Source: an optimization exercise on an open RTL-to-GDS flow (aim: small area, a short achievable clock period and few clock cycles per item). Production flows keep margins and buffers that such runs may drop. Only simulation tests tie the RTL to the original design; equivalence was not proved.

## flow/design.v (module list and top-level ports; edited modules follow where they fit)
// module fxp_mul: 2136 lines
// module taylor_cos: 77 lines
module taylor_cos
(
   input  logic         clock,
   input  logic         reset,
   input  logic         start,
   input  logic [W-1:0] angle_in,
   output logic         ready_out,
   output logic [W-1:0] cos_out
);
  // ...
==> flow/flow/run.sh <==
#!/bin/bash
set -euo pipefail
bash standard.sh SETUP_SLACK_MARGIN=5.5 finish > flow.log 2>&1
==> flow/standard.sh <==
#!/bin/bash
# synth_recipe.tcl (not shown) runs the flow's synth.tcl, then flattens the netlist and writes it again
# the make line also repeats each setting of config.mk as NAME=value (left out here)
make -C /OpenROAD-flow-scripts/flow DESIGN_CONFIG=/design/flow/config.mk WORK_HOME=/design/flow/orfs CLKGATE_MAP_FILE= SYNTH_SCRIPT=/design/flow/synth_recipe.tcl "${@:-finish}"
==> flow/config.mk <==
export PLATFORM = sky130hd
export DESIGN_NAME = taylor_cos
export DESIGN_NICKNAME = taylor_cos
export VERILOG_FILES = /design/flow/design.v
export SDC_FILE = /design/flow/constraint.sdc
export NUM_CORES = 4
export LEC_CHECK = 0
export ABC_AREA = 1
export CAP_MARGIN = 20
export CORE_MARGIN = 2
export CORE_UTILIZATION = 40
export SLEW_MARGIN = 20
export SYNTH_HIERARCHICAL = 1
==> flow/constraint.sdc <==
create_clock -name core_clock -period 12.0 [get_ports {clock}]
set_input_delay 2.4000 -clock core_clock [delete_from_list [all_inputs] [get_ports {clock}]]
set_output_delay 2.4000 -clock core_clock [all_outputs]
set_load 0.01 [all_outputs]
==> results.toml, run 1 <==
[finish]
seq_cell_count = 57
fill_cells = 4256
reg_top3 = "a_q: 25 flops, b_q: 25 flops, step_q: 5 flops"
nMultiInputCombCells = 1614
drive_gt1_frac = 0.2199
final_cell_mix = "350 x inv_1, 303 x xor2_1, 235 x o22ai_1, 227 x fa_1, 214 x nand2_1"
clock_area_frac = 0.01401

[logic_synthesis]
yosysMostFrequentCell = "inv_1"
synth-xor-area-share = 0.1557
postSynthAreaPerCell_um2 = 8.227
synth_top_family_by_area = "adder cells"
synth_compound_area_frac = 0.1537

[critical_path]
slowest_stage = "edfxtp_1"
criticalPathCategory = "register to register"
crit_end = "a_q[24]"
required_ps = 12210

[floorplanning]
n_tap_cell = 600

[status]
status = "no timing/DRC/antenna violations"

[timing]
fmax_ghz = 0.1534
finalSetupTns_ps = 0
finalHoldViolCount = 0
finalSetupViolCount = 0
hold_ws_ps = 416.5

[detailed_routing]
met1_length_mm = 25.88

[global_route]
grt-ovfl-total = 0

[min_path]
min_path_cells = 0
Testbench counts, summed over its fixed seeds: cycles 3,072, items 512.
==> run 2: changes to the inputs <==
--- a/flow/design.v
+++ b/flow/design.v
@@ -1870,278 +1870,689 @@
    assign r0 = {t886, t883, t880, t877, t874, t871, t868, t865, t862, t859, t856, t853, t850, t847, t844, t841, t838, t835, t832, t829, t826, t823, t820, t817, t814, t811, t808, t805, t802, t799, t796, t793, t790, t787, t784, t781, t778, t775, t772, t769, t766, t763, t760, t758, t756, neg1, pp0[1], pp0[0]};
    assign r1 = {t888, t885, t882, t879, t876, t873, t870, t867, t864, t861, t858, t855, t852, t849, t846, t843, t840, t837, t834, t831, t828, t825, t822, t819, t816, t813, t810, t807, t804, t801, t798, t795, t792, t789, t786, t783, t780, t777, t774, t771, t768, t765, t762, t759, t757, t755, 1'b0, neg0};
    logic [47:0] g0, p0;
    assign g0 = r0 & r1;
    assign p0 = r0 ^ r1;
    logic g1_1, p1_1;
    assign g1_1 = g0[1] | (p0[1] & g0[0]);
    assign p1_1 = p0[1] & p0[0];
+   logic g1_2, p1_2;
+   assign g1_2 = g0[2] | (p0[2] & g0[1]);
+   assign p1_2 = p0[2] & p0[1];
    logic g1_3, p1_3;
    assign g1_3 = g0[3] | (p0[3] & g0[2]);
    assign p1_3 = p0[3] & p0[2];
+   logic g1_4, p1_4;
+   assign g1_4 = g0[4] | (p0[4] & g0[3]);
+   assign p1_4 = p0[4] & p0[3];
    logic g1_5, p1_5;
    assign g1_5 = g0[5] | (p0[5] & g0[4]);
    assign p1_5 = p0[5] & p0[4];
+   logic g1_6, p1_6;
+   assign g1_6 = g0[6] | (p0[6] & g0[5]);
+   assign p1_6 = p0[6] & p0[5];
    logic g1_7, p1_7;
    assign g1_7 = g0[7] | (p0[7] & g0[6]);
    assign p1_7 = p0[7] & p0[6];
+   logic g1_8, p1_8;
+   assign g1_8 = g0[8] | (p0[8] & g0[7]);
+   assign p1_8 = p0[8] & p0[7];
    logic g1_9, p1_9;
    assign g1_9 = g0[9] | (p0[9] & g0[8]);
    assign p1_9 = p0[9] & p0[8];
+   logic g1_10, p1_10;
+   assign g1_10 = g0[10] | (p0[10] & g0[9]);
+   assign p1_10 = p0[10] & p0[9];
    logic g1_11, p1_11;
    assign g1_11 = g0[11] | (p0[11] & g0[10]);
    assign p1_11 = p0[11] & p0[10];
+   logic g1_12, p1_12;
+   assign g1_12 = g0[12] | (p0[12] & g0[11]);
+   assign p1_12 = p0[12] & p0[11];
    logic g1_13, p1_13;
    assign g1_13 = g0[13] | (p0[13] & g0[12]);
    assign p1_13 = p0[13] & p0[12];
+   logic g1_14, p1_14;
+   assign g1_14 = g0[14] | (p0[14] & g0[13]);
+   assign p1_14 = p0[14] & p0[13];
    logic g1_15, p1_15;
    assign g1_15 = g0[15] | (p0[15] & g0[14]);
    assign p1_15 = p0[15] & p0[14];
+   logic g1_16, p1_16;
+   assign g1_16 = g0[16] | (p0[16] & g0[15]);
+   assign p1_16 = p0[16] & p0[15];
    logic g1_17, p1_17;
    assign g1_17 = g0[17] | (p0[17] & g0[16]);
    assign p1_17 = p0[17] & p0[16];
+   logic g1_18, p1_18;
+   assign g1_18 = g0[18] | (p0[18] & g0[17]);
+   assign p1_18 = p0[18] & p0[17];
    logic g1_19, p1_19;
    assign g1_19 = g0[19] | (p0[19] & g0[18]);
    assign p1_19 = p0[19] & p0[18];
+   logic g1_20, p1_20;
+   assign g1_20 = g0[20] | (p0[20] & g0[19]);
+   assign p1_20 = p0[20] & p0[19];
    logic g1_21, p1_21;
    assign g1_21 = g0[21] | (p0[21] & g0[20]);
    assign p1_21 = p0[21] & p0[20];
+   logic g1_22, p1_22;
+   assign g1_22 = g0[22] | (p0[22] & g0[21]);
+   assign p1_22 = p0[22] & p0[21];
    logic g1_23, p1_23;
    assign g1_23 = g0[23] | (p0[23] & g0[22]);
    assign p1_23 = p0[23] & p0[22];
+   logic g1_24, p1_24;
+   assign g1_24 = g0[24] | (p0[24] & g0[23]);
+   assign p1_24 = p0[24] & p0[23];
    logic g1_25, p1_25;
    assign g1_25 = g0[25] | (p0[25] & g0[24]);
    assign p1_25 = p0[25] & p0[24];
+   logic g1_26, p1_26;
+   assign g1_26 = g0[26] | (p0[26] & g0[25]);
+   assign p1_26 = p0[26] & p0[25];
    logic g1_27, p1_27;
    assign g1_27 = g0[27] | (p0[27] & g0[26]);
    assign p1_27 = p0[27] & p0[26];
+   logic g1_28, p1_28;
+   assign g1_28 = g0[28] | (p0[28] & g0[27]);
+   assign p1_28 = p0[28] & p0[27];
    logic g1_29, p1_29;
    assign g1_29 = g0[29] | (p0[29] & g0[28]);
    assign p1_29 = p0[29] & p0[28];
+   logic g1_30, p1_30;
+   assign g1_30 = g0[30] | (p0[30] & g0[29]);
+   assign p1_30 = p0[30] & p0[29];
    logic g1_31, p1_31;
    assign g1_31 = g0[31] | (p0[31] & g0[30]);
    assign p1_31 = p0[31] & p0[30];
+   logic g1_32, p1_32;
+   assign g1_32 = g0[32] | (p0[32] & g0[31]);
+   assign p1_32 = p0[32] & p0[31];
    logic g1_33, p1_33;
    assign g1_33 = g0[33] | (p0[33] & g0[32]);
    assign p1_33 = p0[33] & p0[32];
+   logic g1_34, p1_34;
+   assign g1_34 = g0[34] | (p0[34] & g0[33]);
+   assign p1_34 = p0[34] & p0[33];
    logic g1_35, p1_35;
    assign g1_35 = g0[35] | (p0[35] & g0[34]);
    assign p1_35 = p0[35] & p0[34];
+   logic g1_36, p1_36;
+   assign g1_36 = g0[36] | (p0[36] & g0[35]);
+   assign p1_36 = p0[36] & p0[35];
    logic g1_37, p1_37;
    assign g1_37 = g0[37] | (p0[37] & g0[36]);
    assign p1_37 = p0[37] & p0[36];
+   logic g1_38, p1_38;
+   assign g1_38 = g0[38] | (p0[38] & g0[37]);
+   assign p1_38 = p0[38] & p0[37];
    logic g1_39, p1_39;
    assign g1_39 = g0[39] | (p0[39] & g0[38]);
    assign p1_39 = p0[39] & p0[38];
+   logic g1_40, p1_40;
+   assign g1_40 = g0[40] | (p0[40] & g0[39]);
+   assign p1_40 = p0[40] & p0[39];
    logic g1_41, p1_41;
    assign g1_41 = g0[41] | (p0[41] & g0[40]);
    assign p1_41 = p0[41] & p0[40];
+   logic g1_42, p1_42;
+   assign g1_42 = g0[42] | (p0[42] & g0[41]);
+   assign p1_42 = p0[42] & p0[41];
    logic g1_43, p1_43;
    assign g1_43 = g0[43] | (p0[43] & g0[42]);
    assign p1_43 = p0[43] & p0[42];
+   logic g1_44, p1_44;
+   assign g1_44 = g0[44] | (p0[44] & g0[43]);
+   assign p1_44 = p0[44] & p0[43];
    logic g1_45, p1_45;
    assign g1_45 = g0[45] | (p0[45] & g0[44]);
    assign p1_45 = p0[45] & p0[44];
+   logic g1_46, p1_46;
+   assign g1_46 = g0[46] | (p0[46] & g0[45]);
+   assign p1_46 = p0[46] & p0[45];
    logic g1_47, p1_47;
    assign g1_47 = g0[47] | (p0[47] & g0[46]);
    assign p1_47 = p0[47] & p0[46];
+   logic g2_2, p2_2;
+   assign g2_2 = g1_2 | (p1_2 & g0[0]);
+   assign p2_2 = p1_2 & p0[0];
    logic g2_3, p2_3;
    assign g2_3 = g1_3 | (p1_3 & g1_1);
    assign p2_3 = p1_3 & p1_1;
+   logic g2_4, p2_4;
+   assign g2_4 = g1_4 | (p1_4 & g1_2);
+   assign p2_4 = p1_4 & p1_2;
+   logic g2_5, p2_5;
+   assign g2_5 = g1_5 | (p1_5 & g1_3);
+   assign p2_5 = p1_5 & p1_3;
+   logic g2_6, p2_6;
+   assign g2_6 = g1_6 | (p1_6 & g1_4);
+   assign p2_6 = p1_6 & p1_4;
    logic g2_7, p2_7;
    assign g2_7 = g1_7 | (p1_7 & g1_5);
    assign p2_7 = p1_7 & p1_5;
+   logic g2_8, p2_8;
+   assign g2_8 = g1_8 | (p1_8 & g1_6);
+   assign p2_8 = p1_8 & p1_6;
+   logic g2_9, p2_9;
+   assign g2_9 = g1_9 | (p1_9 & g1_7);
+   assign p2_9 = p1_9 & p1_7;
+   logic g2_10, p2_10;
+   assign g2_10 = g1_10 | (p1_10 & g1_8);
+   assign p2_10 = p1_10 & p1_8;
    logic g2_11, p2_11;
    assign g2_11 = g1_11 | (p1_11 & g1_9);
    assign p2_11 = p1_11 & p1_9;
+   logic g2_12, p2_12;
+   assign g2_12 = g1_12 | (p1_12 & g1_10);
+   assign p2_12 = p1_12 & p1_10;
+   logic g2_13, p2_13;
+   assign g2_13 = g1_13 | (p1_13 & g1_11);
+   assign p2_13 = p1_13 & p1_11;
+   logic g2_14, p2_14;
+   assign g2_14 = g1_14 | (p1_14 & g1_12);
+   assign p2_14 = p1_14 & p1_12;
    logic g2_15, p2_15;
    assign g2_15 = g1_15 | (p1_15 & g1_13);
    assign p2_15 = p1_15 & p1_13;
+   logic g2_16, p2_16;
+   assign g2_16 = g1_16 | (p1_16 & g1_14);
+   assign p2_16 = p1_16 & p1_14;
+   logic g2_17, p2_17;
+   assign g2_17 = g1_17 | (p1_17 & g1_15);
+   assign p2_17 = p1_17 & p1_15;
+   logic g2_18, p2_18;
+   assign g2_18 = g1_18 | (p1_18 & g1_16);
+   assign p2_18 = p1_18 & p1_16;
    logic g2_19, p2_19;
    assign g2_19 = g1_19 | (p1_19 & g1_17);
    assign p2_19 = p1_19 & p1_17;
+   logic g2_20, p2_20;
+   assign g2_20 = g1_20 | (p1_20 & g1_18);
+   assign p2_20 = p1_20 & p1_18;
+   logic g2_21, p2_21;
+   assign g2_21 = g1_21 | (p1_21 & g1_19);
+   assign p2_21 = p1_21 & p1_19;
+   logic g2_22, p2_22;
+   assign g2_22 = g1_22 | (p1_22 & g1_20);
+   assign p2_22 = p1_22 & p1_20;
    logic g2_23, p2_23;
    assign g2_23 = g1_23 | (p1_23 & g1_21);
    assign p2_23 = p1_23 & p1_21;
+   logic g2_24, p2_24;
+   assign g2_24 = g1_24 | (p1_24 & g1_22);
+   assign p2_24 = p1_24 & p1_22;
+   logic g2_25, p2_25;
+   assign g2_25 = g1_25 | (p1_25 & g1_23);
+   assign p2_25 = p1_25 & p1_23;
+   logic g2_26, p2_26;
+   assign g2_26 = g1_26 | (p1_26 & g1_24);
+   assign p2_26 = p1_26 & p1_24;
    logic g2_27, p2_27;
    assign g2_27 = g1_27 | (p1_27 & g1_25);
    assign p2_27 = p1_27 & p1_25;
+   logic g2_28, p2_28;
+   assign g2_28 = g1_28 | (p1_28 & g1_26);
+   assign p2_28 = p1_28 & p1_26;
+   logic g2_29, p2_29;
+   assign g2_29 = g1_29 | (p1_29 & g1_27);
+   assign p2_29 = p1_29 & p1_27;
+   logic g2_30, p2_30;
+   assign g2_30 = g1_30 | (p1_30 & g1_28);
+   assign p2_30 = p1_30 & p1_28;
    logic g2_31, p2_31;
    assign g2_31 = g1_31 | (p1_31 & g1_29);
    assign p2_31 = p1_31 & p1_29;
+   logic g2_32, p2_32;
+   assign g2_32 = g1_32 | (p1_32 & g1_30);
+   assign p2_32 = p1_32 & p1_30;
+   logic g2_33, p2_33;
+   assign g2_33 = g1_33 | (p1_33 & g1_31);
+   assign p2_33 = p1_33 & p1_31;
+   logic g2_34, p2_34;
+   assign g2_34 = g1_34 | (p1_34 & g1_32);
+   assign p2_34 = p1_34 & p1_32;
    logic g2_35, p2_35;
    assign g2_35 = g1_35 | (p1_35 & g1_33);
    assign p2_35 = p1_35 & p1_33;
+   logic g2_36, p2_36;
+   assign g2_36 = g1_36 | (p1_36 & g1_34);
+   assign p2_36 = p1_36 & p1_34;
+   logic g2_37, p2_37;
+   assign g2_37 = g1_37 | (p1_37 & g1_35);
+   assign p2_37 = p1_37 & p1_35;
+   logic g2_38, p2_38;
+   assign g2_38 = g1_38 | (p1_38 & g1_36);
+   assign p2_38 = p1_38 & p1_36;
    logic g2_39, p2_39;
    assign g2_39 = g1_39 | (p1_39 & g1_37);
    assign p2_39 = p1_39 & p1_37;
+   logic g2_40, p2_40;
+   assign g2_40 = g1_40 | (p1_40 & g1_38);
+   assign p2_40 = p1_40 & p1_38;
+   logic g2_41, p2_41;
+   assign g2_41 = g1_41 | (p1_41 & g1_39);
+   assign p2_41 = p1_41 & p1_39;
+   logic g2_42, p2_42;
+   assign g2_42 = g1_42 | (p1_42 & g1_40);
+   assign p2_42 = p1_42 & p1_40;
    logic g2_43, p2_43;
    assign g2_43 = g1_43 | (p1_43 & g1_41);
    assign p2_43 = p1_43 & p1_41;
+   logic g2_44, p2_44;
+   assign g2_44 = g1_44 | (p1_44 & g1_42);
+   assign p2_44 = p1_44 & p1_42;
+   logic g2_45, p2_45;
+   assign g2_45 = g1_45 | (p1_45 & g1_43);
+   assign p2_45 = p1_45 & p1_43;
+   logic g2_46, p2_46;
+   assign g2_46 = g1_46 | (p1_46 & g1_44);
+   assign p2_46 = p1_46 & p1_44;
    logic g2_47, p2_47;
    assign g2_47 = g1_47 | (p1_47 & g1_45);
    assign p2_47 = p1_47 & p1_45;
+   logic g3_4, p3_4;
+   assign g3_4 = g2_4 | (p2_4 & g0[0]);
+   assign p3_4 = p2_4 & p0[0];
+   logic g3_5, p3_5;
+   assign g3_5 = g2_5 | (p2_5 & g1_1);
+   assign p3_5 = p2_5 & p1_1;
+   logic g3_6, p3_6;
+   assign g3_6 = g2_6 | (p2_6 & g2_2);
+   assign p3_6 = p2_6 & p2_2;
    logic g3_7, p3_7;
    assign g3_7 = g2_7 | (p2_7 & g2_3);
    assign p3_7 = p2_7 & p2_3;
+   logic g3_8, p3_8;
+   assign g3_8 = g2_8 | (p2_8 & g2_4);
+   assign p3_8 = p2_8 & p2_4;
+   logic g3_9, p3_9;
+   assign g3_9 = g2_9 | (p2_9 & g2_5);
+   assign p3_9 = p2_9 & p2_5;
+   logic g3_10, p3_10;
+   assign g3_10 = g2_10 | (p2_10 & g2_6);
+   assign p3_10 = p2_10 & p2_6;
+   logic g3_11, p3_11;
+   assign g3_11 = g2_11 | (p2_11 & g2_7);
+   assign p3_11 = p2_11 & p2_7;
+   logic g3_12, p3_12;
+   assign g3_12 = g2_12 | (p2_12 & g2_8);
+   assign p3_12 = p2_12 & p2_8;
+   logic g3_13, p3_13;
+   assign g3_13 = g2_13 | (p2_13 & g2_9);
+   assign p3_13 = p2_13 & p2_9;
+   logic g3_14, p3_14;
+   assign g3_14 = g2_14 | (p2_14 & g2_10);
+   assign p3_14 = p2_14 & p2_10;
    logic g3_15, p3_15;
    assign g3_15 = g2_15 | (p2_15 & g2_11);
    assign p3_15 = p2_15 & p2_11;
+   logic g3_16, p3_16;
+   assign g3_16 = g2_16 | (p2_16 & g2_12);
+   assign p3_16 = p2_16 & p2_12;
+   logic g3_17, p3_17;
+   assign g3_17 = g2_17 | (p2_17 & g2_13);
+   assign p3_17 = p2_17 & p2_13;
+   logic g3_18, p3_18;
+   assign g3_18 = g2_18 | (p2_18 & g2_14);
+   assign p3_18 = p2_18 & p2_14;
+   logic g3_19, p3_19;
+   assign g3_19 = g2_19 | (p2_19 & g2_15);
+   assign p3_19 = p2_19 & p2_15;
+   logic g3_20, p3_20;
+   assign g3_20 = g2_20 | (p2_20 & g2_16);
+   assign p3_20 = p2_20 & p2_16;
+   logic g3_21, p3_21;
+   assign g3_21 = g2_21 | (p2_21 & g2_17);
+   assign p3_21 = p2_21 & p2_17;
+   logic g3_22, p3_22;
+   assign g3_22 = g2_22 | (p2_22 & g2_18);
+   assign p3_22 = p2_22 & p2_18;
    logic g3_23, p3_23;
    assign g3_23 = g2_23 | (p2_23 & g2_19);
    assign p3_23 = p2_23 & p2_19;
+   logic g3_24, p3_24;
+   assign g3_24 = g2_24 | (p2_24 & g2_20);
+   assign p3_24 = p2_24 & p2_20;
+   logic g3_25, p3_25;
+   assign g3_25 = g2_25 | (p2_25 & g2_21);
+   assign p3_25 = p2_25 & p2_21;
+   logic g3_26, p3_26;
+   assign g3_26 = g2_26 | (p2_26 & g2_22);
+   assign p3_26 = p2_26 & p2_22;
+   logic g3_27, p3_27;
+   assign g3_27 = g2_27 | (p2_27 & g2_23);
+   assign p3_27 = p2_27 & p2_23;
+   logic g3_28, p3_28;
+   assign g3_28 = g2_28 | (p2_28 & g2_24);
+   assign p3_28 = p2_28 & p2_24;
+   logic g3_29, p3_29;
+   assign g3_29 = g2_29 | (p2_29 & g2_25);
+   assign p3_29 = p2_29 & p2_25;
+   logic g3_30, p3_30;
+   assign g3_30 = g2_30 | (p2_30 & g2_26);
+   assign p3_30 = p2_30 & p2_26;
    logic g3_31, p3_31;
    assign g3_31 = g2_31 | (p2_31 & g2_27);
    assign p3_31 = p2_31 & p2_27;
+   logic g3_32, p3_32;
+   assign g3_32 = g2_32 | (p2_32 & g2_28);
+   assign p3_32 = p2_32 & p2_28;
+   logic g3_33, p3_33;
+   assign g3_33 = g2_33 | (p2_33 & g2_29);
+   assign p3_33 = p2_33 & p2_29;
+   logic g3_34, p3_34;
+   assign g3_34 = g2_34 | (p2_34 & g2_30);
+   assign p3_34 = p2_34 & p2_30;
+   logic g3_35, p3_35;
+   assign g3_35 = g2_35 | (p2_35 & g2_31);
+   assign p3_35 = p2_35 & p2_31;
+   logic g3_36, p3_36;
+   assign g3_36 = g2_36 | (p2_36 & g2_32);
+   assign p3_36 = p2_36 & p2_32;
+   logic g3_37, p3_37;
+   assign g3_37 = g2_37 | (p2_37 & g2_33);
+   assign p3_37 = p2_37 & p2_33;
+   logic g3_38, p3_38;
+   assign g3_38 = g2_38 | (p2_38 & g2_34);
+   assign p3_38 = p2_38 & p2_34;
    logic g3_39, p3_39;
    assign g3_39 = g2_39 | (p2_39 & g2_35);
    assign p3_39 = p2_39 & p2_35;
+   logic g3_40, p3_40;
+   assign g3_40 = g2_40 | (p2_40 & g2_36);
+   assign p3_40 = p2_40 & p2_36;
+   logic g3_41, p3_41;
+   assign g3_41 = g2_41 | (p2_41 & g2_37);
+   assign p3_41 = p2_41 & p2_37;
+   logic g3_42, p3_42;
+   assign g3_42 = g2_42 | (p2_42 & g2_38);
+   assign p3_42 = p2_42 & p2_38;
+   logic g3_43, p3_43;
+   assign g3_43 = g2_43 | (p2_43 & g2_39);
+   assign p3_43 = p2_43 & p2_39;
+   logic g3_44, p3_44;
+   assign g3_44 = g2_44 | (p2_44 & g2_40);
+   assign p3_44 = p2_44 & p2_40;
+   logic g3_45, p3_45;
+   assign g3_45 = g2_45 | (p2_45 & g2_41);
+   assign p3_45 = p2_45 & p2_41;
+   logic g3_46, p3_46;
+   assign g3_46 = g2_46 | (p2_46 & g2_42);
+   assign p3_46 = p2_46 & p2_42;
    logic g3_47, p3_47;
    assign g3_47 = g2_47 | (p2_47 & g2_43);
    assign p3_47 = p2_47 & p2_43;
+   logic g4_8, p4_8;
+   assign g4_8 = g3_8 | (p3_8 & g0[0]);
+   assign p4_8 = p3_8 & p0[0];
+   logic g4_9, p4_9;
+   assign g4_9 = g3_9 | (p3_9 & g1_1);
+   assign p4_9 = p3_9 & p1_1;
+   logic g4_10, p4_10;
+   assign g4_10 = g3_10 | (p3_10 & g2_2);
+   assign p4_10 = p3_10 & p2_2;
+   logic g4_11, p4_11;
+   assign g4_11 = g3_11 | (p3_11 & g2_3);
+   assign p4_11 = p3_11 & p2_3;
+   logic g4_12, p4_12;
+   assign g4_12 = g3_12 | (p3_12 & g3_4);
+   assign p4_12 = p3_12 & p3_4;
+   logic g4_13, p4_13;
+   assign g4_13 = g3_13 | (p3_13 & g3_5);
+   assign p4_13 = p3_13 & p3_5;
+   logic g4_14, p4_14;
+   assign g4_14 = g3_14 | (p3_14 & g3_6);
+   assign p4_14 = p3_14 & p3_6;
    logic g4_15, p4_15;
    assign g4_15 = g3_15 | (p3_15 & g3_7);
    assign p4_15 = p3_15 & p3_7;
+   logic g4_16, p4_16;
+   assign g4_16 = g3_16 | (p3_16 & g3_8);
+   assign p4_16 = p3_16 & p3_8;
+   logic g4_17, p4_17;
+   assign g4_17 = g3_17 | (p3_17 & g3_9);
+   assign p4_17 = p3_17 & p3_9;
+   logic g4_18, p4_18;
+   assign g4_18 = g3_18 | (p3_18 & g3_10);
+   assign p4_18 = p3_18 & p3_10;
+   logic g4_19, p4_19;
+   assign g4_19 = g3_19 | (p3_19 & g3_11);
+   assign p4_19 = p3_19 & p3_11;
+   logic g4_20, p4_20;
+   assign g4_20 = g3_20 | (p3_20 & g3_12);
+   assign p4_20 = p3_20 & p3_12;
+   logic g4_21, p4_21;
+   assign g4_21 = g3_21 | (p3_21 & g3_13);
+   assign p4_21 = p3_21 & p3_13;
+   logic g4_22, p4_22;
+   assign g4_22 = g3_22 | (p3_22 & g3_14);
+   assign p4_22 = p3_22 & p3_14;
+   logic g4_23, p4_23;
+   assign g4_23 = g3_23 | (p3_23 & g3_15);
+   assign p4_23 = p3_23 & p3_15;
+   logic g4_24, p4_24;
+   assign g4_24 = g3_24 | (p3_24 & g3_16);
+   assign p4_24 = p3_24 & p3_16;
+   logic g4_25, p4_25;
+   assign g4_25 = g3_25 | (p3_25 & g3_17);
+   assign p4_25 = p3_25 & p3_17;
+   logic g4_26, p4_26;
+   assign g4_26 = g3_26 | (p3_26 & g3_18);
+   assign p4_26 = p3_26 & p3_18;
+   logic g4_27, p4_27;
+   assign g4_27 = g3_27 | (p3_27 & g3_19);
+   assign p4_27 = p3_27 & p3_19;
+   logic g4_28, p4_28;
+   assign g4_28 = g3_28 | (p3_28 & g3_20);
+   assign p4_28 = p3_28 & p3_20;
+   logic g4_29, p4_29;
+   assign g4_29 = g3_29 | (p3_29 & g3_21);
+   assign p4_29 = p3_29 & p3_21;
+   logic g4_30, p4_30;
+   assign g4_30 = g3_30 | (p3_30 & g3_22);
+   assign p4_30 = p3_30 & p3_22;
    logic g4_31, p4_31;
    assign g4_31 = g3_31 | (p3_31 & g3_23);
    assign p4_31 = p3_31 & p3_23;
+   logic g4_32, p4_32;
+   assign g4_32 = g3_32 | (p3_32 & g3_24);
+   assign p4_32 = p3_32 & p3_24;
+   logic g4_33, p4_33;
+   assign g4_33 = g3_33 | (p3_33 & g3_25);
+   assign p4_33 = p3_33 & p3_25;
+   logic g4_34, p4_34;
+   assign g4_34 = g3_34 | (p3_34 & g3_26);
+   assign p4_34 = p3_34 & p3_26;
+   logic g4_35, p4_35;
+   assign g4_35 = g3_35 | (p3_35 & g3_27);
+   assign p4_35 = p3_35 & p3_27;
+   logic g4_36, p4_36;
+   assign g4_36 = g3_36 | (p3_36 & g3_28);
+   assign p4_36 = p3_36 & p3_28;
+   logic g4_37, p4_37;
+   assign g4_37 = g3_37 | (p3_37 & g3_29);
+   assign p4_37 = p3_37 & p3_29;
+   logic g4_38, p4_38;
+   assign g4_38 = g3_38 | (p3_38 & g3_30);
+   assign p4_38 = p3_38 & p3_30;
+   logic g4_39, p4_39;
+   assign g4_39 = g3_39 | (p3_39 & g3_31);
+   assign p4_39 = p3_39 & p3_31;
+   logic g4_40, p4_40;
+   assign g4_40 = g3_40 | (p3_40 & g3_32);
+   assign p4_40 = p3_40 & p3_32;
+   logic g4_41, p4_41;
+   assign g4_41 = g3_41 | (p3_41 & g3_33);
+   assign p4_41 = p3_41 & p3_33;
+   logic g4_42, p4_42;
+   assign g4_42 = g3_42 | (p3_42 & g3_34);
+   assign p4_42 = p3_42 & p3_34;
+   logic g4_43, p4_43;
+   assign g4_43 = g3_43 | (p3_43 & g3_35);
+   assign p4_43 = p3_43 & p3_35;
+   logic g4_44, p4_44;
+   assign g4_44 = g3_44 | (p3_44 & g3_36);
+   assign p4_44 = p3_44 & p3_36;
+   logic g4_45, p4_45;
+   assign g4_45 = g3_45 | (p3_45 & g3_37);
+   assign p4_45 = p3_45 & p3_37;
+   logic g4_46, p4_46;
+   assign g4_46 = g3_46 | (p3_46 & g3_38);
+   assign p4_46 = p3_46 & p3_38;
    logic g4_47, p4_47;
    assign g4_47 = g3_47 | (p3_47 & g3_39);
    assign p4_47 = p3_47 & p3_39;
+   logic g5_16, p5_16;
+   assign g5_16 = g4_16 | (p4_16 & g0[0]);
+   assign p5_16 = p4_16 & p0[0];
+   logic g5_17, p5_17;
+   assign g5_17 = g4_17 | (p4_17 & g1_1);
+   assign p5_17 = p4_17 & p1_1;
+   logic g5_18, p5_18;
+   assign g5_18 = g4_18 | (p4_18 & g2_2);
+   assign p5_18 = p4_18 & p2_2;
+   logic g5_19, p5_19;
+   assign g5_19 = g4_19 | (p4_19 & g2_3);
+   assign p5_19 = p4_19 & p2_3;
+   logic g5_20, p5_20;
+   assign g5_20 = g4_20 | (p4_20 & g3_4);
+   assign p5_20 = p4_20 & p3_4;
+   logic g5_21, p5_21;
+   assign g5_21 = g4_21 | (p4_21 & g3_5);
+   assign p5_21 = p4_21 & p3_5;
+   logic g5_22, p5_22;
+   assign g5_22 = g4_22 | (p4_22 & g3_6);
+   assign p5_22 = p4_22 & p3_6;
+   logic g5_23, p5_23;
+   assign g5_23 = g4_23 | (p4_23 & g3_7);
+   assign p5_23 = p4_23 & p3_7;
+   logic g5_24, p5_24;
+   assign g5_24 = g4_24 | (p4_24 & g4_8);
+   assign p5_24 = p4_24 & p4_8;
+   logic g5_25, p5_25;
+   assign g5_25 = g4_25 | (p4_25 & g4_9);
+   assign p5_25 = p4_25 & p4_9;
+   logic g5_26, p5_26;
+   assign g5_26 = g4_26 | (p4_26 & g4_10);
+   assign p5_26 = p4_26 & p4_10;
+   logic g5_27, p5_27;
+   assign g5_27 = g4_27 | (p4_27 & g4_11);
+   assign p5_27 = p4_27 & p4_11;
+   logic g5_28, p5_28;
+   assign g5_28 = g4_28 | (p4_28 & g4_12);
+   assign p5_28 = p4_28 & p4_12;
+   logic g5_29, p5_29;
+   assign g5_29 = g4_29 | (p4_29 & g4_13);
+   assign p5_29 = p4_29 & p4_13;
+   logic g5_30, p5_30;
+   assign g5_30 = g4_30 | (p4_30 & g4_14);
+   assign p5_30 = p4_30 & p4_14;
    logic g5_31, p5_31;
    assign g5_31 = g4_31 | (p4_31 & g4_15);
    assign p5_31 = p4_31 & p4_15;
-   logic g7_47, p7_47;
-   assign g7_47 = g4_47 | (p4_47 & g5_31);
-   assign p7_47 = p4_47 & p5_31;
-   logic g8_23, p8_23;
-   assign g8_23 = g3_23 | (p3_23 & g4_15);
-   assign p8_23 = p3_23 & p4_15;
-   logic g8_39, p8_39;
-   assign g8_39 = g3_39 | (p3_39 & g5_31);
-   assign p8_39 = p3_39 & p5_31;
-   logic g9_11, p9_11;
-   assign g9_11 = g2_11 | (p2_11 & g3_7);
-   assign p9_11 = p2_11 & p3_7;
-   logic g9_19, p9_19;
-   assign g9_19 = g2_19 | (p2_19 & g4_15);
-   assign p9_19 = p2_19 & p4_15;
-   logic g9_27, p9_27;
-   assign g9_27 = g2_27 | (p2_27 & g8_23);
-   assign p9_27 = p2_27 & p8_23;
-   logic g9_35, p9_35;
-   assign g9_35 = g2_35 | (p2_35 & g5_31);
-   assign p9_35 = p2_35 & p5_31;
-   logic g9_43, p9_43;
-   assign g9_43 = g2_43 | (p2_43 & g8_39);
-   assign p9_43 = p2_43 & p8_39;
-   logic g10_5, p10_5;
-   assign g10_5 = g1_5 | (p1_5 & g2_3);
-   assign p10_5 = p1_5 & p2_3;
-   logic g10_9, p10_9;
-   assign g10_9 = g1_9 | (p1_9 & g3_7);
-   assign p10_9 = p1_9 & p3_7;
-   logic g10_13, p10_13;
-   assign g10_13 = g1_13 | (p1_13 & g9_11);
-   assign p10_13 = p1_13 & p9_11;
-   logic g10_17, p10_17;
-   assign g10_17 = g1_17 | (p1_17 & g4_15);
-   assign p10_17 = p1_17 & p4_15;
-   logic g10_21, p10_21;
-   assign g10_21 = g1_21 | (p1_21 & g9_19);
-   assign p10_21 = p1_21 & p9_19;
-   logic g10_25, p10_25;
-   assign g10_25 = g1_25 | (p1_25 & g8_23);
-   assign p10_25 = p1_25 & p8_23;
-   logic g10_29, p10_29;
-   assign g10_29 = g1_29 | (p1_29 & g9_27);
-   assign p10_29 = p1_29 & p9_27;
-   logic g10_33, p10_33;
-   assign g10_33 = g1_33 | (p1_33 & g5_31);
-   assign p10_33 = p1_33 & p5_31;
-   logic g10_37, p10_37;
-   assign g10_37 = g1_37 | (p1_37 & g9_35);
-   assign p10_37 = p1_37 & p9_35;
-   logic g10_41, p10_41;
-   assign g10_41 = g1_41 | (p1_41 & g8_39);
-   assign p10_41 = p1_41 & p8_39;
-   logic g10_45, p10_45;
-   assign g10_45 = g1_45 | (p1_45 & g9_43);
-   assign p10_45 = p1_45 & p9_43;
-   logic g11_2, p11_2;
-   assign g11_2 = g0[2] | (p0[2] & g1_1);
-   assign p11_2 = p0[2] & p1_1;
-   logic g11_4, p11_4;
-   assign g11_4 = g0[4] | (p0[4] & g2_3);
-   assign p11_4 = p0[4] & p2_3;
-   logic g11_6, p11_6;
-   assign g11_6 = g0[6] | (p0[6] & g10_5);
-   assign p11_6 = p0[6] & p10_5;
-   logic g11_8, p11_8;
-   assign g11_8 = g0[8] | (p0[8] & g3_7);
-   assign p11_8 = p0[8] & p3_7;
-   logic g11_10, p11_10;
-   assign g11_10 = g0[10] | (p0[10] & g10_9);
-   assign p11_10 = p0[10] & p10_9;
-   logic g11_12, p11_12;
-   assign g11_12 = g0[12] | (p0[12] & g9_11);
-   assign p11_12 = p0[12] & p9_11;
-   logic g11_14, p11_14;
-   assign g11_14 = g0[14] | (p0[14] & g10_13);
-   assign p11_14 = p0[14] & p10_13;
-   logic g11_16, p11_16;
-   assign g11_16 = g0[16] | (p0[16] & g4_15);
-   assign p11_16 = p0[16] & p4_15;
-   logic g11_18, p11_18;
-   assign g11_18 = g0[18] | (p0[18] & g10_17);
-   assign p11_18 = p0[18] & p10_17;
-   logic g11_20, p11_20;
-   assign g11_20 = g0[20] | (p0[20] & g9_19);
-   assign p11_20 = p0[20] & p9_19;
-   logic g11_22, p11_22;
-   assign g11_22 = g0[22] | (p0[22] & g10_21);
-   assign p11_22 = p0[22] & p10_21;
-   logic g11_24, p11_24;
-   assign g11_24 = g0[24] | (p0[24] & g8_23);
-   assign p11_24 = p0[24] & p8_23;
-   logic g11_26, p11_26;
-   assign g11_26 = g0[26] | (p0[26] & g10_25);
-   assign p11_26 = p0[26] & p10_25;
-   logic g11_28, p11_28;
-   assign g11_28 = g0[28] | (p0[28] & g9_27);
-   assign p11_28 = p0[28] & p9_27;
-   logic g11_30, p11_30;
-   assign g11_30 = g0[30] | (p0[30] & g10_29);
-   assign p11_30 = p0[30] & p10_29;
-   logic g11_32, p11_32;
-   assign g11_32 = g0[32] | (p0[32] & g5_31);
-   assign p11_32 = p0[32] & p5_31;
-   logic g11_34, p11_34;
-   assign g11_34 = g0[34] | (p0[34] & g10_33);
-   assign p11_34 = p0[34] & p10_33;
-   logic g11_36, p11_36;
-   assign g11_36 = g0[36] | (p0[36] & g9_35);
-   assign p11_36 = p0[36] & p9_35;
-   logic g11_38, p11_38;
-   assign g11_38 = g0[38] | (p0[38] & g10_37);
-   assign p11_38 = p0[38] & p10_37;
-   logic g11_40, p11_40;
-   assign g11_40 = g0[40] | (p0[40] & g8_39);
-   assign p11_40 = p0[40] & p8_39;
-   logic g11_42, p11_42;
-   assign g11_42 = g0[42] | (p0[42] & g10_41);
-   assign p11_42 = p0[42] & p10_41;
-   logic g11_44, p11_44;
-   assign g11_44 = g0[44] | (p0[44] & g9_43);
-   assign p11_44 = p0[44] & p9_43;
-   logic g11_46, p11_46;
-   assign g11_46 = g0[46] | (p0[46] & g10_45);
-   assign p11_46 = p0[46] & p10_45;
-   assign p_c = {(p0[47] ^ g11_46), (p0[46] ^ g10_45), (p0[45] ^ g11_44), (p0[44] ^ g9_43), (p0[43] ^ g11_42), (p0[42] ^ g10_41), (p0[41] ^ g11_40), (p0[40] ^ g8_39), (p0[39] ^ g11_38), (p0[38] ^ g10_37), (p0[37] ^ g11_36), (p0[36] ^ g9_35), (p0[35] ^ g11_34), (p0[34] ^ g10_33), (p0[33] ^ g11_32), (p0[32] ^ g5_31), (p0[31] ^ g11_30), (p0[30] ^ g10_29), (p0[29] ^ g11_28), (p0[28] ^ g9_27), (p0[27] ^ g11_26), (p0[26] ^ g10_25), (p0[25] ^ g11_24), (p0[24] ^ g8_23), (p0[23] ^ g11_22)};
+   logic g5_32, p5_32;
+   assign g5_32 = g4_32 | (p4_32 & g4_16);
+   assign p5_32 = p4_32 & p4_16;
+   logic g5_33, p5_33;
+   assign g5_33 = g4_33 | (p4_33 & g4_17);
+   assign p5_33 = p4_33 & p4_17;
+   logic g5_34, p5_34;
+   assign g5_34 = g4_34 | (p4_34 & g4_18);
+   assign p5_34 = p4_34 & p4_18;
+   logic g5_35, p5_35;
+   assign g5_35 = g4_35 | (p4_35 & g4_19);
+   assign p5_35 = p4_35 & p4_19;
+   logic g5_36, p5_36;
+   assign g5_36 = g4_36 | (p4_36 & g4_20);
+   assign p5_36 = p4_36 & p4_20;
+   logic g5_37, p5_37;
+   assign g5_37 = g4_37 | (p4_37 & g4_21);
+   assign p5_37 = p4_37 & p4_21;
+   logic g5_38, p5_38;
+   assign g5_38 = g4_38 | (p4_38 & g4_22);
+   assign p5_38 = p4_38 & p4_22;
+   logic g5_39, p5_39;
+   assign g5_39 = g4_39 | (p4_39 & g4_23);
+   assign p5_39 = p4_39 & p4_23;
+   logic g5_40, p5_40;
+   assign g5_40 = g4_40 | (p4_40 & g4_24);
+   assign p5_40 = p4_40 & p4_24;
+   logic g5_41, p5_41;
+   assign g5_41 = g4_41 | (p4_41 & g4_25);
+   assign p5_41 = p4_41 & p4_25;
+   logic g5_42, p5_42;
+   assign g5_42 = g4_42 | (p4_42 & g4_26);
+   assign p5_42 = p4_42 & p4_26;
+   logic g5_43, p5_43;
+   assign g5_43 = g4_43 | (p4_43 & g4_27);
+   assign p5_43 = p4_43 & p4_27;
+   logic g5_44, p5_44;
+   assign g5_44 = g4_44 | (p4_44 & g4_28);
+   assign p5_44 = p4_44 & p4_28;
+   logic g5_45, p5_45;
+   assign g5_45 = g4_45 | (p4_45 & g4_29);
+   assign p5_45 = p4_45 & p4_29;
+   logic g5_46, p5_46;
+   assign g5_46 = g4_46 | (p4_46 & g4_30);
+   assign p5_46 = p4_46 & p4_30;
+   logic g5_47, p5_47;
+   assign g5_47 = g4_47 | (p4_47 & g4_31);
+   assign p5_47 = p4_47 & p4_31;
+   logic g6_32, p6_32;
+   assign g6_32 = g5_32 | (p5_32 & g0[0]);
+   assign p6_32 = p5_32 & p0[0];
+   logic g6_33, p6_33;
+   assign g6_33 = g5_33 | (p5_33 & g1_1);
+   assign p6_33 = p5_33 & p1_1;
+   logic g6_34, p6_34;
+   assign g6_34 = g5_34 | (p5_34 & g2_2);
+   assign p6_34 = p5_34 & p2_2;
+   logic g6_35, p6_35;
+   assign g6_35 = g5_35 | (p5_35 & g2_3);
+   assign p6_35 = p5_35 & p2_3;
+   logic g6_36, p6_36;
+   assign g6_36 = g5_36 | (p5_36 & g3_4);
+   assign p6_36 = p5_36 & p3_4;
+   logic g6_37, p6_37;
+   assign g6_37 = g5_37 | (p5_37 & g3_5);
+   assign p6_37 = p5_37 & p3_5;
+   logic g6_38, p6_38;
+   assign g6_38 = g5_38 | (p5_38 & g3_6);
+   assign p6_38 = p5_38 & p3_6;
+   logic g6_39, p6_39;
+   assign g6_39 = g5_39 | (p5_39 & g3_7);
+   assign p6_39 = p5_39 & p3_7;
+   logic g6_40, p6_40;
+   assign g6_40 = g5_40 | (p5_40 & g4_8);
+   assign p6_40 = p5_40 & p4_8;
+   logic g6_41, p6_41;
+   assign g6_41 = g5_41 | (p5_41 & g4_9);
+   assign p6_41 = p5_41 & p4_9;
+   logic g6_42, p6_42;
+   assign g6_42 = g5_42 | (p5_42 & g4_10);
+   assign p6_42 = p5_42 & p4_10;
+   logic g6_43, p6_43;
+   assign g6_43 = g5_43 | (p5_43 & g4_11);
+   assign p6_43 = p5_43 & p4_11;
+   logic g6_44, p6_44;
+   assign g6_44 = g5_44 | (p5_44 & g4_12);
+   assign p6_44 = p5_44 & p4_12;
+   logic g6_45, p6_45;
+   assign g6_45 = g5_45 | (p5_45 & g4_13);
+   assign p6_45 = p5_45 & p4_13;
+   logic g6_46, p6_46;
+   assign g6_46 = g5_46 | (p5_46 & g4_14);
+   assign p6_46 = p5_46 & p4_14;
+   logic g6_47, p6_47;
+   assign g6_47 = g5_47 | (p5_47 & g4_15);
+   assign p6_47 = p5_47 & p4_15;
+   assign p_c = {(p0[47] ^ g6_46), (p0[46] ^ g6_45), (p0[45] ^ g6_44), (p0[44] ^ g6_43), (p0[43] ^ g6_42), (p0[42] ^ g6_41), (p0[41] ^ g6_40), (p0[40] ^ g6_39), (p0[39] ^ g6_38), (p0[38] ^ g6_37), (p0[37] ^ g6_36), (p0[36] ^ g6_35), (p0[35] ^ g6_34), (p0[34] ^ g6_33), (p0[33] ^ g6_32), (p0[32] ^ g5_31), (p0[31] ^ g5_30), (p0[30] ^ g5_29), (p0[29] ^ g5_28), (p0[28] ^ g5_27), (p0[27] ^ g5_26), (p0[26] ^ g5_25), (p0[25] ^ g5_24), (p0[24] ^ g5_23), (p0[23] ^ g5_22)};
 endmodule
 import taylor_pkg::*;
 module taylor_cos
 (
    input  logic         clock,
    input  logic         reset,
    input  logic         start,
    input  logic [W-1:0] angle_in,
==> results.toml, run 2 <==
[cts]
cts_tree = "yes"
holdBufCountCts = 0
insertion_delay_ps = 330
h-tree-depth = 3
cts_buffers = 9
clock-sinks = 57
clkTransAtPathRegs_ps = 60
cts_root_buffer = "clkbuf_16"
clock_path_buffers = 2

[logic_synthesis]
synth_top_family_by_area = "adder cells"
synth_top_area_cell = "fa_1"
synth_compound_area_frac = 0.1611
synth_nets = 3005
synth_mux_area_frac = 0.001530
synth_top_area_frac = 0.2653
synth_common_cells = "426 x inv_1, 412 x nand2_1, 306 x xor2_1"
synth-xor-area-share = 0.1401
synth_fa_ha_area_frac = 0.3220
synth-main-ff-cell = "edfxtp_1"
ys_seq_area_frac = 0.08366
synth_edf_count = 47
synth.distinct_cells = 53
postSynthAreaPerCell_um2 = 7.463
ys_seq_elements = 57
synth_simple_gate_area_share = 0.1690
synth_area_leaders = "fa_1 27%, xor2_1 14%, o22ai_1 9.1%, inv_1 8.1%, nand2_1 7.9%"
syn-cell-area_mm2 = 0.01962
synth_cells = 2629
yosysMostFrequentCell = "inv_1"
ys_warn_count = 7
async_flop_share = 0.1053

[floorplanning]
fp-row-count = 81
start_util = 0.4033
dieArea_mm2 = 0.05084
ioPinCount = 52
coreArea_mm2 = 0.04865
die_w_um = 225.5
die_y_um = 225.5

[detailed_routing]
wl_mm = 78.74
dr.pass1.iters = 6
vias_per_cell = 5.936
wl_per_cell_um = 24.28
route.vias.total = 19250
ant_nets = 0
drt_iter0_markers = 2303
drc = 0

[timing]
fin_ws_ps = 5646
skew_ps = 12.28
finalHoldViolCount = 0
fin_crit_sh = 0.5295
min_period_ps = 6354
finalSetupViolCount = 0
slew_violations = 0
finalSetupTns_ps = 0
max_slew_margin = 0.2433
rsz0062_at_grt = "yes"
worst_pin_slew_ps = 1134
fmax_ghz = 0.1574

[placement]
pre_cts_slack_ps = 4796
dp_hpwl_mm = 58.64
gp_congestion = 1.003
io_buffers = 51

[finish]
final_cell_mix = "410 x inv_1, 408 x nand2_1, 305 x xor2_1, 284 x o22ai_1, 258 x fa_1"
drive_gt1_frac = 0.09081
reg_top3 = "a_q: 25 flops, b_q: 25 flops, step_q: 5 flops"
antenna_cells = 0
mostFrequentLayoutCell = "inv_1"
area_growth_pct = 9.661
utilization = 0.4423
nNetsFinal = 2992

[global_route]
grt-ovfl-total = 0
antenna_found_initial = 1
grt_pass1_vias = 18960
grt_pass1_wl_mm = 118.0
grt_max_degree = 61
grtUsageTotal = 0.3092

[critical_path]
arrival_ps = 6510
cp-start-kind = "register"
reg2reg_slack_ps = 5650
critPathCaptureType = "register"
criticalPathCategory = "register to register"
required_ps = 12160
critPathMaxFanout = 25

[job]
cap_violations = 0

[status]
status = "no timing/DRC/antenna violations"

[min_path]
min_path_type = "register to register"
-- run 2: modules after synthesis (local to each module, per instance) --
module,flops+latches,cell area [um2]
taylor_cos,57,4265
fxp_mul,0,15360
-- run 2: metrics by stage --
step	std cells	hold slack [ps]	area, um2
global route	3243	421.6	21520
global placement	3191	388.0	20520
detailed placement	3192	384.8	20540
finish	3243	405.5	21520
CTS	3225	404.7	21110
floorplan	2629	348.7	19620
-- run 2: layer usage --
metal | vias up | GRT usage | part of all wire
met3 | 192 | 0.06402 | 0.11
met4 | 2 | 0.1072 | 0.039
met5 | - | 0 | 0.00062
met1 | 9381 | 0.4283 | 0.40
met2 | 1210 | 0.4784 | 0.44
li1 | 8467 | - | -
-- run 2: cells by family after synthesis --
family / Yosys count
xor+xnor: 313
fa+ha+maj: 349
mux: 3
buf+inv: 604
simple gates: 779
flops: 57
compound gates: 524
-- run 2: worst paths after layout --
check | start | endpoint | depth (start not counted)
max | a_q[5] | a_q[15] | 27
min | step_q[3] | step_q[4] | 0
max reg2reg | a_q[5] | a_q[15] | 27
min reg2reg | step_q[3] | step_q[4] | 0
max in group asynchronous | reset | step_q[3] | 2
min in group asynchronous | reset | ready_q | 2
-- run 2: cell type report --
| cell class | count | area [um2] |
|---|---|---|
| fill | 4932 | 27130 |
| multi-input combinational | 1971 | 15830 |
| inverter | 454 | 1823 |
| sequential | 57 | 1642 |
| timing repair buffer | 117 | 1082 |
| tap | 622 | 778.2 |
| clock buffer | 10 | 239.0 |
| clock inverter | 6 | 81.33 |
| timing repair inverter | 6 | 40.04 |
-- run 2: worst max-delay path: stages (launching register included) --
cell	delay [ps]
edfxtp_1	320
buf_4	310
nand2_1	190
inv_1	100
nor2_1	50
bufinv_8	330
o22ai_1	130
xor2_1	190
fa_1	550
inv_1	70
fa_1	450
fa_1	520
fa_1	500
fa_1	530
inv_1	40
ha_1	370
nand2_1	150
nor2_2	230
nand2_1	130
nor2_1	160
nand3_1	80
nor2_1	160
nor2_1	80
nand2_1	70
nand2_1	50
nand2_1	120
inv_1	70
o31ai_1	230
-- run 2: repair_timing --
item	CTS	global route
endpoints found under the setup margin	50	46
gates cloned	6	3
pin swaps	1	9
setup buffers	11	15
resized for setup	35	81
Testbench counts of run 2, summed over its fixed seeds: cycles 3,072, items 512.

[separate check: timing with driven ports]
How much do the figures lean on ideal ports? The routed layouts below were timed once more, with nothing changed but the port constraints. Step 1, drivers: a clkbuf_16 drives clock and a buf_2 each remaining input, both assumed. Step 2 also shifts input and output timing later by t, the mid clock arrival at the registers, as if the neighbouring blocks saw the same clock. a / b / c = ideal ports / drivers / drivers and shift; a / b = the first two.
run | t (ns) | setup WS [ns] | worst setup path after step 2 | latest minus earliest clock arrival (ns) | worst data-port slew with drivers (ns)
run 1 | 0.394 | 5.482 / 5.482 / 5.482 | register to register | 0.008 / 0.008 | 0.05
run 2 | 0.371 | 5.646 / 5.646 / 5.646 | register to register | 0.012 / 0.012 | 0.04
After both steps every run listed still meets setup and hold.
